This is an optimization exercise on Yosys and OpenROAD, whose aim is small area, not a production implementation.
Only simulation tests tie the RTL to the original design; equivalence was not proved.

==> inputs of 04-26 <==
==> flow/design.v <==
module conv_window_gen #(
    parameter int IMG_WIDTH  = 224,
    parameter int IMG_HEIGHT = 224,
    parameter int DATA_WIDTH = 8
) (
    input  logic                    clk,
    input  logic                    reset,
    input  logic                    start,
    input  logic [DATA_WIDTH-1:0]   pixel_in,
    input  logic                    pixel_in_valid,
    output logic                    pixel_in_ready,
    output logic [9*DATA_WIDTH-1:0] window_out,
    output logic                    window_valid,
    input  logic                    window_ready,
    output logic                    frame_done,
    output logic                    busy
);
    localparam int AW = (IMG_WIDTH > 1) ? $clog2(IMG_WIDTH) : 1;
    localparam logic [10:0] LAST_COL = 11'(IMG_WIDTH - 1);
    localparam logic [10:0] LAST_ROW = 11'(IMG_HEIGHT - 1);
    typedef enum logic [1:0] {IDLE, RUN, DRAIN, DONE} state_t;
    state_t                  state_q;
    logic [10:0]             col_q;
    logic [10:0]             row_q;
    logic [DATA_WIDTH-1:0]   lb0_mem [IMG_WIDTH];
    logic [DATA_WIDTH-1:0]   lb1_mem [IMG_WIDTH];
    logic [DATA_WIDTH-1:0]   col_new [3];
    logic [9*DATA_WIDTH-1:0] window_d;
    logic [9*DATA_WIDTH-1:0] window_q;
    logic                    window_valid_q;
    logic [AW-1:0]           addr;
    logic                    acc;
    logic                    emit;
    assign pixel_in_ready = (state_q == RUN) && (!window_valid_q || window_ready);
    assign acc            = pixel_in_valid && pixel_in_ready;
    assign emit           = acc && (row_q >= 11'd2) && (col_q >= 11'd2);
    assign addr           = col_q[AW-1:0];
    assign window_out     = window_q;
    assign window_valid   = window_valid_q;
    assign frame_done     = (state_q == DONE);
    assign busy           = (state_q == RUN) || (state_q == DRAIN);
    assign col_new[0] = lb1_mem[addr];
    assign col_new[1] = lb0_mem[addr];
    assign col_new[2] = pixel_in;
    always_ff @(posedge clk) begin
        if (acc) begin
            lb1_mem[addr] <= lb0_mem[addr];
            lb0_mem[addr] <= pixel_in;
        end
    end
    for (genvar gi = 0; gi < 3; gi++) begin : g_row
        logic [DATA_WIDTH-1:0] tap_q [2];
        always_ff @(posedge clk) begin
            if (reset) begin
                tap_q[0] <= '0;
                tap_q[1] <= '0;
            end else if (acc) begin
                tap_q[0] <= tap_q[1];
                tap_q[1] <= col_new[gi];
            end
        end
        assign window_d[(3*gi+0)*DATA_WIDTH +: DATA_WIDTH] = tap_q[0];
        assign window_d[(3*gi+1)*DATA_WIDTH +: DATA_WIDTH] = tap_q[1];
        assign window_d[(3*gi+2)*DATA_WIDTH +: DATA_WIDTH] = col_new[gi];
    end
    always_ff @(posedge clk) begin
        if (reset) begin
            window_q       <= '0;
            window_valid_q <= 1'b0;
        end else if (emit) begin
            window_q       <= window_d;
            window_valid_q <= 1'b1;
        end else if (window_ready) begin
            window_valid_q <= 1'b0;
        end
    end
    always_ff @(posedge clk) begin
        if (reset) begin
            state_q <= IDLE;
            col_q   <= '0;
            row_q   <= '0;
        end else begin
            case (state_q)
                IDLE: begin
                    col_q <= '0;
                    row_q <= '0;
                    if (start) begin
                        state_q <= RUN;
                    end
                end
                RUN: begin
                    if (acc) begin
                        if (col_q == LAST_COL) begin
                            col_q <= '0;
                            if (row_q == LAST_ROW) begin
                                state_q <= DRAIN;
                            end else begin
                                row_q <= row_q + 11'd1;
                            end
                        end else begin
                            col_q <= col_q + 11'd1;
                        end
                    end
                end
                DRAIN: begin
                    if (!window_valid_q || window_ready) begin
                        state_q <= DONE;
                    end
                end
                DONE:    state_q <= IDLE;
                default: state_q <= IDLE;
            endcase
        end
    end
endmodule
==> flow/run.sh <==
#!/bin/bash
# synth_recipe.tcl (not shown) runs the flow's synth.tcl, then flattens the netlist and writes it again
# the make line also repeats each setting of config.mk as NAME=value (left out here)
make -C /OpenROAD-flow-scripts/flow DESIGN_CONFIG=/design/flow/config.mk WORK_HOME=/design/flow/orfs CLKGATE_MAP_FILE= SYNTH_SCRIPT=/design/flow/synth_recipe.tcl finish
==> flow/config.mk <==
export PLATFORM = sky130hd
export DESIGN_NAME = conv_window_gen
export DESIGN_NICKNAME = conv_window_gen
export VERILOG_FILES = /design/flow/design.v
export SDC_FILE = /design/flow/constraint.sdc
export NUM_CORES = 4
export LEC_CHECK = 0
export CAP_MARGIN = 20
export CORE_MARGIN = 2
export CORE_UTILIZATION = 40
export SLEW_MARGIN = 20
==> flow/constraint.sdc <==
create_clock -name core_clock -period 6.0 [get_ports {clk}]
set_input_delay 1.2000 -clock core_clock [delete_from_list [all_inputs] [get_ports {clk}]]
set_output_delay 1.2000 -clock core_clock [all_outputs]
set_load 0.01 [all_outputs]
==> inputs of 05-17, as changes to 04-26 <==
==> flow/design.v (replaced) <==
module conv_window_gen #(
    parameter int IMG_WIDTH  = 224,
    parameter int IMG_HEIGHT = 224,
    parameter int DATA_WIDTH = 8
) (
    input  logic                    clk,
    input  logic                    reset,
    input  logic                    start,
    input  logic [DATA_WIDTH-1:0]   pixel_in,
    input  logic                    pixel_in_valid,
    output logic                    pixel_in_ready,
    output logic [9*DATA_WIDTH-1:0] window_out,
    output logic                    window_valid,
    input  logic                    window_ready,
    output logic                    frame_done,
    output logic                    busy
);
    localparam int CW = (IMG_WIDTH  > 1) ? $clog2(IMG_WIDTH)  : 1;
    localparam int RW = (IMG_HEIGHT > 1) ? $clog2(IMG_HEIGHT) : 1;
    localparam logic [CW-1:0] LAST_COL = CW'(IMG_WIDTH - 1);
    localparam logic [RW-1:0] LAST_ROW = RW'(IMG_HEIGHT - 1);
    localparam int SR_LEN = 2 * IMG_WIDTH + 2;
    typedef enum logic [1:0] {IDLE, RUN, DRAIN, DONE} state_t;
    state_t                  state_q;
    logic [CW-1:0]           col_q;
    logic [RW-1:0]           row_q;
    logic                    col_ge2_q;
    logic                    row_ge2_q;
    logic [DATA_WIDTH-1:0]   sr [SR_LEN];
    logic [9*DATA_WIDTH-1:0] window_d;
    logic [9*DATA_WIDTH-1:0] window_q;
    logic                    window_valid_q;
    logic                    acc;
    logic                    emit;
    assign pixel_in_ready = (state_q == RUN) && (!window_valid_q || window_ready);
    assign acc            = pixel_in_valid && pixel_in_ready;
    assign emit           = acc && row_ge2_q && col_ge2_q;
    assign window_out     = window_q;
    assign window_valid   = window_valid_q;
    assign frame_done     = (state_q == DONE);
    assign busy           = (state_q == RUN) || (state_q == DRAIN);
    always_ff @(posedge clk) begin
        if (acc) begin
            sr[0] <= pixel_in;
            for (int k = 1; k < SR_LEN; k++) sr[k] <= sr[k-1];
        end
    end
    assign window_d = {pixel_in,                  sr[0],               sr[1],
                       sr[IMG_WIDTH-1],           sr[IMG_WIDTH],       sr[IMG_WIDTH+1],
                       sr[2*IMG_WIDTH-1],         sr[2*IMG_WIDTH],     sr[2*IMG_WIDTH+1]};
    always_ff @(posedge clk) begin
        if (reset) begin
            window_q       <= '0;
            window_valid_q <= 1'b0;
        end else if (emit) begin
            window_q       <= window_d;
            window_valid_q <= 1'b1;
        end else if (window_ready) begin
            window_valid_q <= 1'b0;
        end
    end
    always_ff @(posedge clk) begin
        if (reset) begin
            state_q   <= IDLE;
            col_q     <= '0;
            row_q     <= '0;
            col_ge2_q <= 1'b0;
            row_ge2_q <= 1'b0;
        end else begin
            case (state_q)
                IDLE: begin
                    col_q     <= '0;
                    row_q     <= '0;
                    col_ge2_q <= 1'b0;
                    row_ge2_q <= 1'b0;
                    if (start) begin
                        state_q <= RUN;
                    end
                end
                RUN: begin
                    if (acc) begin
                        if (col_q == LAST_COL) begin
                            col_q     <= '0;
                            col_ge2_q <= 1'b0;
                            if (row_q == LAST_ROW) begin
                                state_q <= DRAIN;
                            end else begin
                                row_q <= row_q + 1'b1;
                                if (row_q == RW'(1)) row_ge2_q <= 1'b1;
                            end
                        end else begin
                            col_q <= col_q + 1'b1;
                            if (col_q == CW'(1)) col_ge2_q <= 1'b1;
                        end
                    end
                end
                DRAIN: begin
                    if (!window_valid_q || window_ready) begin
                        state_q <= DONE;
                    end
                end
                DONE:    state_q <= IDLE;
                default: state_q <= IDLE;
            endcase
        end
    end
endmodule
Settings changed: CTS_BUF_LIST set to sky130_fd_sc_hd__clkbuf_16, CTS_CLUSTER_DIAMETER set to 60, CTS_CLUSTER_SIZE set to 36.
==> inputs of 08-16, as changes to 04-26 <==
==> flow/design.v (replaced) <==
module conv_window_gen #(
    parameter int IMG_WIDTH  = 224,
    parameter int IMG_HEIGHT = 224,
    parameter int DATA_WIDTH = 8
) (
    input  logic                    clk,
    input  logic                    reset,
    input  logic                    start,
    input  logic [DATA_WIDTH-1:0]   pixel_in,
    input  logic                    pixel_in_valid,
    output logic                    pixel_in_ready,
    output logic [9*DATA_WIDTH-1:0] window_out,
    output logic                    window_valid,
    input  logic                    window_ready,
    output logic                    frame_done,
    output logic                    busy
);
    localparam int CW = (IMG_WIDTH  > 1) ? $clog2(IMG_WIDTH)  : 1;
    localparam int RW = (IMG_HEIGHT > 1) ? $clog2(IMG_HEIGHT) : 1;
    localparam logic [CW-1:0] LAST_COL = CW'(IMG_WIDTH - 1);
    localparam logic [RW-1:0] LAST_ROW = RW'(IMG_HEIGHT - 1);
    localparam int SR_LEN = 2 * IMG_WIDTH + 2;
    typedef enum logic [1:0] {IDLE, RUN, DRAIN, DONE} state_t;
    state_t                  state_q;
    logic [CW-1:0]           col_q;
    logic [RW-1:0]           row_q;
    logic                    col_ge2_q;
    logic                    row_ge2_q;
    logic [DATA_WIDTH-1:0]   sr [SR_LEN];
    logic [9*DATA_WIDTH-1:0] window_d;
    logic [9*DATA_WIDTH-1:0] window_q;
    logic                    window_valid_q;
    logic                    acc;
    logic                    emit;
    assign pixel_in_ready = (state_q == RUN) && (!window_valid_q || window_ready);
    assign acc            = pixel_in_valid && pixel_in_ready;
    assign emit           = acc && row_ge2_q && col_ge2_q;
    assign window_out     = window_q;
    assign window_valid   = window_valid_q;
    assign frame_done     = (state_q == DONE);
    assign busy           = (state_q == RUN) || (state_q == DRAIN);
    always_ff @(posedge clk) begin
        if (acc) begin
            sr[0] <= pixel_in;
            for (int k = 1; k < SR_LEN; k++) sr[k] <= sr[k-1];
        end
    end
    assign window_d = {pixel_in,                  sr[0],               sr[1],
                       sr[IMG_WIDTH-1],           sr[IMG_WIDTH],       sr[IMG_WIDTH+1],
                       sr[2*IMG_WIDTH-1],         sr[2*IMG_WIDTH],     sr[2*IMG_WIDTH+1]};
    always_ff @(posedge clk) begin
        if (reset) begin
            window_q       <= '0;
            window_valid_q <= 1'b0;
        end else if (emit) begin
            window_q       <= window_d;
            window_valid_q <= 1'b1;
        end else if (window_ready) begin
            window_valid_q <= 1'b0;
        end
    end
    always_ff @(posedge clk) begin
        if (reset) begin
            state_q   <= IDLE;
            col_q     <= '0;
            row_q     <= '0;
            col_ge2_q <= 1'b0;
            row_ge2_q <= 1'b0;
        end else begin
            case (state_q)
                IDLE: begin
                    col_q     <= '0;
                    row_q     <= '0;
                    col_ge2_q <= 1'b0;
                    row_ge2_q <= 1'b0;
                    if (start) begin
                        state_q <= RUN;
                    end
                end
                RUN: begin
                    if (acc) begin
                        if (col_q == LAST_COL) begin
                            col_q     <= '0;
                            col_ge2_q <= 1'b0;
                            if (row_q == LAST_ROW) begin
                                state_q <= DRAIN;
                            end else begin
                                row_q <= row_q + 1'b1;
                                if (row_q == RW'(1)) row_ge2_q <= 1'b1;
                            end
                        end else begin
                            col_q <= col_q + 1'b1;
                            if (col_q == CW'(1)) col_ge2_q <= 1'b1;
                        end
                    end
                end
                DRAIN: begin
                    if (!window_valid_q || window_ready) begin
                        state_q <= DONE;
                    end
                end
                DONE:    state_q <= IDLE;
                default: state_q <= IDLE;
            endcase
        end
    end
endmodule
==> flow/flow/run.sh (new file) <==
#!/bin/bash
# Standard ORFS flow (the standard.sh) with a leaner clock tree: no dummy
# balancing loads, chosen clock buffer and sink clustering, and the smallest
# buffer on the ports. Full make output goes to make.log; each ORFS step keeps
# its own log under orfs/logs/.
set -euo pipefail
bash standard.sh \
  "CTS_ARGS=-sink_clustering_enable -repair_clock_nets -dont_use_dummy_load -buf_list sky130_fd_sc_hd__clkbuf_16 -sink_clustering_size 36 -sink_clustering_max_diameter 60" \
  "BUFFER_PORTS_ARGS=-buffer_cell sky130_fd_sc_hd__buf_1" \
  finish > make.log 2>&1
==> flow/standard.sh (new file) <==
#!/bin/bash
# synth_recipe.tcl (not shown) runs the flow's synth.tcl, then flattens the netlist and writes it again
# the make line also repeats each setting of config.mk as NAME=value (left out here)
make -C /OpenROAD-flow-scripts/flow DESIGN_CONFIG=/design/flow/config.mk WORK_HOME=/design/flow/orfs CLKGATE_MAP_FILE= SYNTH_SCRIPT=/design/flow/synth_recipe.tcl "${@:-finish}"
Settings changed: CORE_UTILIZATION 40 to 65, PLACE_DENSITY set to 0.75.
removed: flow/run.sh
==> impl_metrics.toml <==
[power_and_ir_drop]
power.switching_w = 0.0111
combPwrFrac = 0.046
power.clock.fraction = 0.333
power_clock_w = 0.0160
comb-power_w = 0.00223

[grt]
grt_max_degree = 209
use_met3 = 0.0165

[floorplanning]
dieArea_um2 = 284000
coreArea_um2 = 279000

[final_layout]
regArea_um2 = 110000

[worst_setup_path]
r2r_setup_slack_ps = 2660

[logic_synthesis]
netlist_instances = 4056
synth_area_um2 = 112000

[status]
status = "complete, no violations"
[end of results for 05-17]
==> impl_metrics.toml <==
[power_and_ir_drop]
power.clock.fraction = 0.264
combPwrFrac = 0.050
comb-power_w = 0.00218
power.switching_w = 0.00885

[grt]
grt_max_degree = 222
use_met3 = 0.0249

[status]
status = "complete, no violations"

[floorplanning]
coreArea_um2 = 171000
dieArea_um2 = 175000

[logic_synthesis]
synth_area_um2 = 112000
[end of results for 08-16]
==> impl_metrics.toml <==
[power_and_ir_drop]
comb-power_w = 0.00743
power_clock_w = 0.0227
power.clock.fraction = 0.378
combPwrFrac = 0.124
power.switching_w = 0.0148

[status]
status = "complete, no violations"

[floorplanning]
coreArea_um2 = 359000
dieArea_um2 = 365000

[grt]
overflow = 0
use_met3 = 0.0594

[final_layout]
seq_area_frac = 0.669
regArea_um2 = 111000

[logic_synthesis]
netlist_instances = 6985
synthTopCellsByArea = "edfxtp_1 (75%), mux4_2 (13%), dfxtp_1 (2.1%)"

[hold_path]
min_from = "g_row[0].tap_q[0][7]"

[worst_setup_path]
r2r_setup_slack_ps = 750
[end of results for 04-26]

afterwards: timing with drivers on the ports:
How much do the figures lean on ideal ports? The routed layouts below were timed once more, with nothing changed but the port constraints.
Step 1 assumes that a clkbuf_16 drives the clock port and a buf_2 every other input.
Step 2, shift: input delay + t, output delay - t, t = (earliest + latest rising clock arrival at the registers) / 2. This alone moves slack from input paths to output paths.
Three values: ideal, step 1, step 2; two values: the first two.
run	t, ns	setup WS [ns]	clock arrival spread, ns	slew at the worst register clock pin (ns)	worst data-port slew with drivers (ns)
04-26	1.021	0.753 / 0.753 / 0.668	0.072 / 0.072	0.07 / 0.07	0.13
05-17	0.948	2.389 / 2.301 / 1.553	0.095 / 0.095	0.12 / 0.12	0.04
08-16	0.853	2.080 / 2.080 / 1.381	0.106 / 0.106	0.12 / 0.12	0.03
After both steps setup and hold are still met in every run listed. The setup slack of 05-17, which loses most, moves by -0.088 ns with the drivers and by -0.836 ns with both steps.
